This is an optimization exercise on Yosys and OpenROAD, whose aim is small area, not a production implementation.
Function was checked by simulation only, so behaviour that the tests miss may differ from the original.
Power figures rest on the tool's default switching activity, not on a simulated workload.

==> flow/design.v <==
`default_nettype none
package synth_pkg;
	localparam int SAMPLE_INTERVAL = 1500;          
	localparam int FREQ_DEFAULT = 50;               
	localparam int RATE_DEFAULT = 270;
	localparam int INITIAL_DEFAULT = 511;
	localparam int SPREAD_DEFAULT = 120;
endpackage
`default_nettype wire
`default_nettype none
import synth_pkg::*;
module additive_synth_top (
	input wire ADC_Data_Received,
	input wire reset,
	input wire i_param_load,
	input wire [15:0] i_param_freq,
	input wire [8:0] i_param_rate,
	input wire [8:0] i_param_initial,
	input wire [15:0] i_param_spread,
	output logic o_dac_cs,
	output logic o_dac_clock,
	output logic o_dac_bit
);
	logic [10:0] cnt;                  
	logic active;                      
	logic [7:0] rc;                    
	logic [3:0] b;
	logic copy;                        
	assign b = rc[3:0];
	assign copy = (cnt == 11'd1499) || (cnt == 11'd2047);
	always_ff @(posedge ADC_Data_Received) begin
		if (reset) begin
			cnt <= 11'd2047;
			active <= 1'b0;
			rc <= 8'd0;
		end else begin
			cnt <= copy ? 11'd0 : cnt + 11'd1;
			if (cnt == 11'd1499)
				active <= 1'b1;
			rc <= rc + 8'd1;
		end
	end
	localparam logic [15:0] FREQ_ROT = 16'(FREQ_DEFAULT) << 1;
	localparam logic [15:0] SPREAD_ROT = 16'(SPREAD_DEFAULT) << 1;
	logic [15:0] live_freq, live_spread, snap_freq, snap_spread;
	logic [8:0] live_rate, live_init, snap_rate;
	logic lv;
	logic [1:0] qs;
	always_ff @(posedge ADC_Data_Received) begin
		if (i_param_load) begin
			live_freq <= i_param_freq;
			live_rate <= i_param_rate;
			live_init <= i_param_initial;
			live_spread <= i_param_spread;
		end
		if (reset)
			lv <= 1'b0;
		else if (i_param_load)
			lv <= 1'b1;
	end
	always_ff @(posedge ADC_Data_Received) begin
		if (reset) begin
			snap_freq <= FREQ_ROT;
			snap_spread <= SPREAD_ROT;
			snap_rate <= 9'(RATE_DEFAULT);
			qs <= 2'd0;
		end else if (copy && lv) begin
			snap_freq <= live_freq;
			snap_spread <= live_spread;
			snap_rate <= live_rate;
			qs <= rc[3:2];
		end else begin
			snap_freq <= {snap_freq[0], snap_freq[15:1]};
			snap_spread <= {snap_spread[0], snap_spread[15:1]};
		end
	end
	logic wk;                          
	logic [1:0] w;                     
	logic [3:0] k;                     
	logic kz;
	logic alive;                       
	logic last_word;
	assign kz = (k == 4'd0);
	assign last_word = (b == 4'd15);
	logic [255:0] ring;
	logic head, tap, head_val, head_in, pc, pcn;
	logic [15:0] adv;
	logic adv_out, adv_in, ac, acn, op;
	logic clearing, pa;
	assign head = ring[255];
	assign tap = ring[239];
	assign clearing = !active && (cnt[10:8] == 3'd0);
	assign head_val = head && !clearing;
	assign pa = wk && (w == 2'd1) && alive;
	assign adv_out = adv[0];
	assign {pcn, head_in} = head_val + (pa && adv_out) + (pc && (b != 4'd0));
	always_comb begin
		if ((w == 2'd1) || (w == 2'd0 && kz))
			op = snap_freq[{qs, 2'b01}];
		else if (w == 2'd2)
			op = snap_spread[{qs, 2'b01}];
		else
			op = 1'b0;
	end
	assign {acn, adv_in} = adv_out + op + (ac && (b != 4'd0));
	always_ff @(posedge ADC_Data_Received) begin
		ring <= {ring[254:0], head_in};
		pc <= pcn;
		adv <= {wk ? adv_in : 1'b0, adv[15:1]};
		ac <= acn;
	end
	logic [14:0] x;
	logic s;
	logic seen_a, ain, out_a, clip, magbit;
	logic [14:0] acc_a;
	logic [15:0] sum_a;
	assign ain = (w == 2'd1) && (b != 4'd15) && (head ^ seen_a);
	logic [15:0] ca;
	assign ca[0] = 1'b0;
	for (genvar i = 0; i < 15; i++) begin : g_add_a
		assign {ca[i+1], sum_a[i]} = acc_a[i] + (ain && x[i]) + ca[i];
	end
	assign sum_a[15] = ca[15];
	assign out_a = sum_a[0];
	assign clip = (x == 15'h4000);
	assign magbit = out_a || clip;
	always_ff @(posedge ADC_Data_Received) begin
		if (w == 2'd0 && b != 4'd15)
			x <= {tap, x[14:1]};
		if (w == 2'd1 && b == 4'd15)
			s <= head;
		seen_a <= !last_word && (seen_a || head);
		acc_a <= sum_a[15:1];
	end
	logic [8:0] lvl, acc_b;
	logic [9:0] sum_b;
	logic magwin, ratewin, bin, out_b, seen_b, rate_bit;
	logic [15:0] rate_vec;
	assign magwin = (w == 2'd1 && b >= 4'd13) || (w == 2'd2 && b <= 4'd11);
	assign ratewin = wk && !kz && ((w == 2'd0 && b >= 4'd9) || (w == 2'd1 && b <= 4'd1));
	assign rate_vec = {snap_rate[6:0], 7'b0, snap_rate[8], snap_rate[7]};
	assign rate_bit = rate_vec[b];
	assign bin = magwin ? magbit : (ratewin && rate_bit);
	logic [9:0] cb;
	assign cb[0] = 1'b0;
	for (genvar i = 0; i < 9; i++) begin : g_add_b
		assign {cb[i+1], sum_b[i]} = acc_b[i] + (bin && lvl[i]) + cb[i];
	end
	assign sum_b[9] = cb[9];
	assign out_b = sum_b[0];
	always_ff @(posedge ADC_Data_Received) begin
		acc_b <= sum_b[9:1];
		seen_b <= !(w == 2'd1 && b == 4'd12) && (seen_b || out_b);
		if (!reset && copy)
			lvl <= lv ? live_init : 9'(INITIAL_DEFAULT);
		else if (wk && !kz && w == 2'd1 && b == 4'd2)
			lvl <= acc_b;
	end
	logic [15:0] tl_lo, tr_lo;
	logic [2:0] tl_hi, tr_hi;
	logic vflag, par, first, aw, hiwin, tc, tcn, t_op, t_out, cbit, t_in;
	assign hiwin = (w == 2'd0) && (b >= 4'd6);
	assign cbit = vflag && (out_b ^ (s && seen_b));
	assign t_out = hiwin ? (par ? tr_hi[0] : tl_hi[0]) : (par ? tr_lo[0] : tl_lo[0]);
	assign t_op = !first && t_out;
	assign {tcn, t_in} = t_op + cbit + (tc && !(w == 2'd2 && b == 4'd6));
	always_ff @(posedge ADC_Data_Received) begin
		if (w == 2'd1 && b == 4'd15) begin
			vflag <= alive;
			par <= k[0];
			first <= (k[3:1] == 3'd0);
		end
		tc <= tcn;
		tl_lo <= {(aw && !hiwin && !par) ? t_in : tl_lo[0], tl_lo[15:1]};
		tr_lo <= {(aw && !hiwin && par) ? t_in : tr_lo[0], tr_lo[15:1]};
		if (aw && hiwin && !par)
			tl_hi <= {t_in, tl_hi[2:1]};
		if (aw && hiwin && par)
			tr_hi <= {t_in, tr_hi[2:1]};
	end
	always_ff @(posedge ADC_Data_Received) begin
		if (reset) begin
			wk <= 1'b0;
			w <= 2'd0;
			k <= 4'd0;
			alive <= 1'b0;
			aw <= 1'b0;
		end else begin
			if (!wk) begin
				if (rc == 8'd255 && cnt[10:8] == 3'd1) begin
					wk <= 1'b1;
					alive <= 1'b1;
				end
			end else if (last_word) begin
				if (w == 2'd1 && (adv_out || k == 4'd15))
					alive <= 1'b0;
				if (w == 2'd2) begin
					w <= 2'd0;
					k <= k + 4'd1;
					if (k == 4'd15)
						wk <= 1'b0;
				end else begin
					w <= w + 2'd1;
				end
			end
			if (w == 2'd2 && b == 4'd5)
				aw <= 1'b1;
			else if (w == 2'd0 && b == 4'd8)
				aw <= 1'b0;
		end
	end
	logic fr, hb, lb;
	logic [3:0] m, pos;
	logic [15:0] lo;
	logic [2:0] hi;
	assign fr = active && (cnt[10:6] == 5'd0);
	assign m = cnt[4:1];
	assign pos = 4'd9 - m - b;
	assign lo = cnt[5] ? tr_lo : tl_lo;
	assign hi = cnt[5] ? tr_hi : tl_hi;
	assign hb = (m[3:1] == 3'd0) ? hi[2] : (m[0] ? hi[0] : hi[1]);
	assign lb = lo[pos];
	assign o_dac_cs = !fr;
	assign o_dac_clock = fr && cnt[0];
	assign o_dac_bit = fr && ((m[3:2] == 2'd0) ? hb : lb);
endmodule
`default_nettype wire
Settings: LEC_CHECK=0, CAP_MARGIN=20, CORE_MARGIN=2, CORE_UTILIZATION=55, PLACE_DENSITY=0.7, SLEW_MARGIN=20; clock period 12.0 ns.
standard.sh (not shown) runs the stock make flow with config.mk's settings and CLKGATE_MAP_FILE= SYNTH_SCRIPT=/design/flow/synth_recipe.tcl, a recipe that flattens the netlist after the stock synthesis.
==> flow/flow/run.sh <==
#!/bin/bash
# Standard ORFS layout with a leaner clock tree (large leaf clusters, no
# dummy loads) and the smallest buffer on each port.
set -uo pipefail
bash standard.sh \
  "CTS_ARGS=-sink_clustering_enable -repair_clock_nets -buf_list sky130_fd_sc_hd__clkbuf_8 -sink_clustering_size 20 -sink_clustering_max_diameter 65 -dont_use_dummy_load" \
  "BUFFER_PORTS_ARGS=-buffer_cell sky130_fd_sc_hd__buf_1" \
  finish > orfs_make.log 2>&1
status=$?
cp -r orfs/logs orfs_logs 2>/dev/null || true
exit $status
The baseline produced a clean layout.
Edit:
CORE_UTILIZATION = 40   (was 55)
GPL_ROUTABILITY_DRIVEN = 0   (was default)
GPL_TIMING_DRIVEN = 0   (was default)
PLACE_DENSITY = 0.6   (was 0.7)
After rerunning: Design area grows by a few percent. Clock-buffer cell count grows by 2. Total power grows slightly. Synthesized area is unchanged. Hold slack is worse by 0.025 ns. Via count grows by a few percent. Combinational power grows by roughly a tenth. Cell count grows by roughly a tenth. Maximum frequency shrinks slightly. Global-route usage shrinks by 3.3 points. Sequential cell count stays the same.
Edit:
==> flow/flow/run.sh (replaced) <==
#!/bin/bash
# Standard ORFS layout with a leaner clock tree (large leaf clusters, no
# dummy loads) and the smallest buffer on each port.
set -uo pipefail
bash standard.sh \
  "CTS_ARGS=-sink_clustering_enable -repair_clock_nets -buf_list sky130_fd_sc_hd__clkbuf_8 -sink_clustering_size 18 -sink_clustering_max_diameter 60 -dont_use_dummy_load" \
  "BUFFER_PORTS_ARGS=-buffer_cell sky130_fd_sc_hd__buf_1" \
  finish > orfs_make.log 2>&1
status=$?
cp -r orfs/logs orfs_logs 2>/dev/null || true
exit $status
GPL_ROUTABILITY_DRIVEN = default   (was 0)
GPL_TIMING_DRIVEN = default   (was 0)
Design area drops by 0.71%. Cell count is lower by 1.6%. Count of clock-buffer cells in the layout went up by 4. Global-route usage drops by 0.35 points. Power goes up by 0.66%. Die area is unchanged. Routed wire length decreases by 3.4%.
Edit:
==> flow/flow/run.sh (replaced) <==
#!/bin/bash
# Standard ORFS layout with a leaner clock tree (large leaf clusters, no
# dummy loads) and the smallest buffer on each port.
set -uo pipefail
bash standard.sh \
  "CTS_ARGS=-sink_clustering_enable -repair_clock_nets -buf_list sky130_fd_sc_hd__clkbuf_4 -sink_clustering_size 12 -sink_clustering_max_diameter 50 -dont_use_dummy_load" \
  "BUFFER_PORTS_ARGS=-buffer_cell sky130_fd_sc_hd__buf_1" \
  finish > orfs_make.log 2>&1
status=$?
cp -r orfs/logs orfs_logs 2>/dev/null || true
exit $status
Outcome: The new run finished clean. Clock-buffer cell count rose by 14. Routed wire length increases slightly. Clock skew fell by 0.032 ns. Cell count climbs slightly. Critical path depth stays the same. Clock power shrinks by roughly a tenth. Design area shrinks slightly. Register-to-register slack is worse by 0.04 ns. Sequential power barely changes. Combinational power stays flat.

-- what the ideal ports hide --
Ports are ideal in the flow. The routed layouts listed here were re-timed in OpenROAD.
Step 1 assumes that a clkbuf_16 drives the clock port and a buf_2 every other input.
Step 2, shift: input delay + t, output delay - t, t = (earliest + latest rising clock arrival at the registers) / 2. This alone moves slack from input paths to output paths.
Slacks: no drivers / after step 1 / after step 2; pairs: no drivers / after step 1.
run | t, ns | slack for setup (ns) | hold slack, ns | worst register clock-pin slew, ns | worst slew at a driven data input, ns
the first run | 0.595 | 4.116 / 4.116 / 4.116 | 0.288 / 0.288 / 0.288 | 0.12 / 0.12 | 0.04
the second run | 0.633 | 3.964 / 3.964 / 3.964 | 0.263 / 0.263 / 0.263 | 0.11 / 0.11 | 0.04
the third run | 0.571 | 4.232 / 4.232 / 4.232 | 0.289 / 0.289 / 0.289 | 0.11 / 0.11 | 0.04
the fourth run | 0.704 | 4.191 / 4.191 / 4.191 | 0.277 / 0.277 / 0.277 | 0.12 / 0.12 | 0.05
After both steps setup and hold are still met in every run listed.
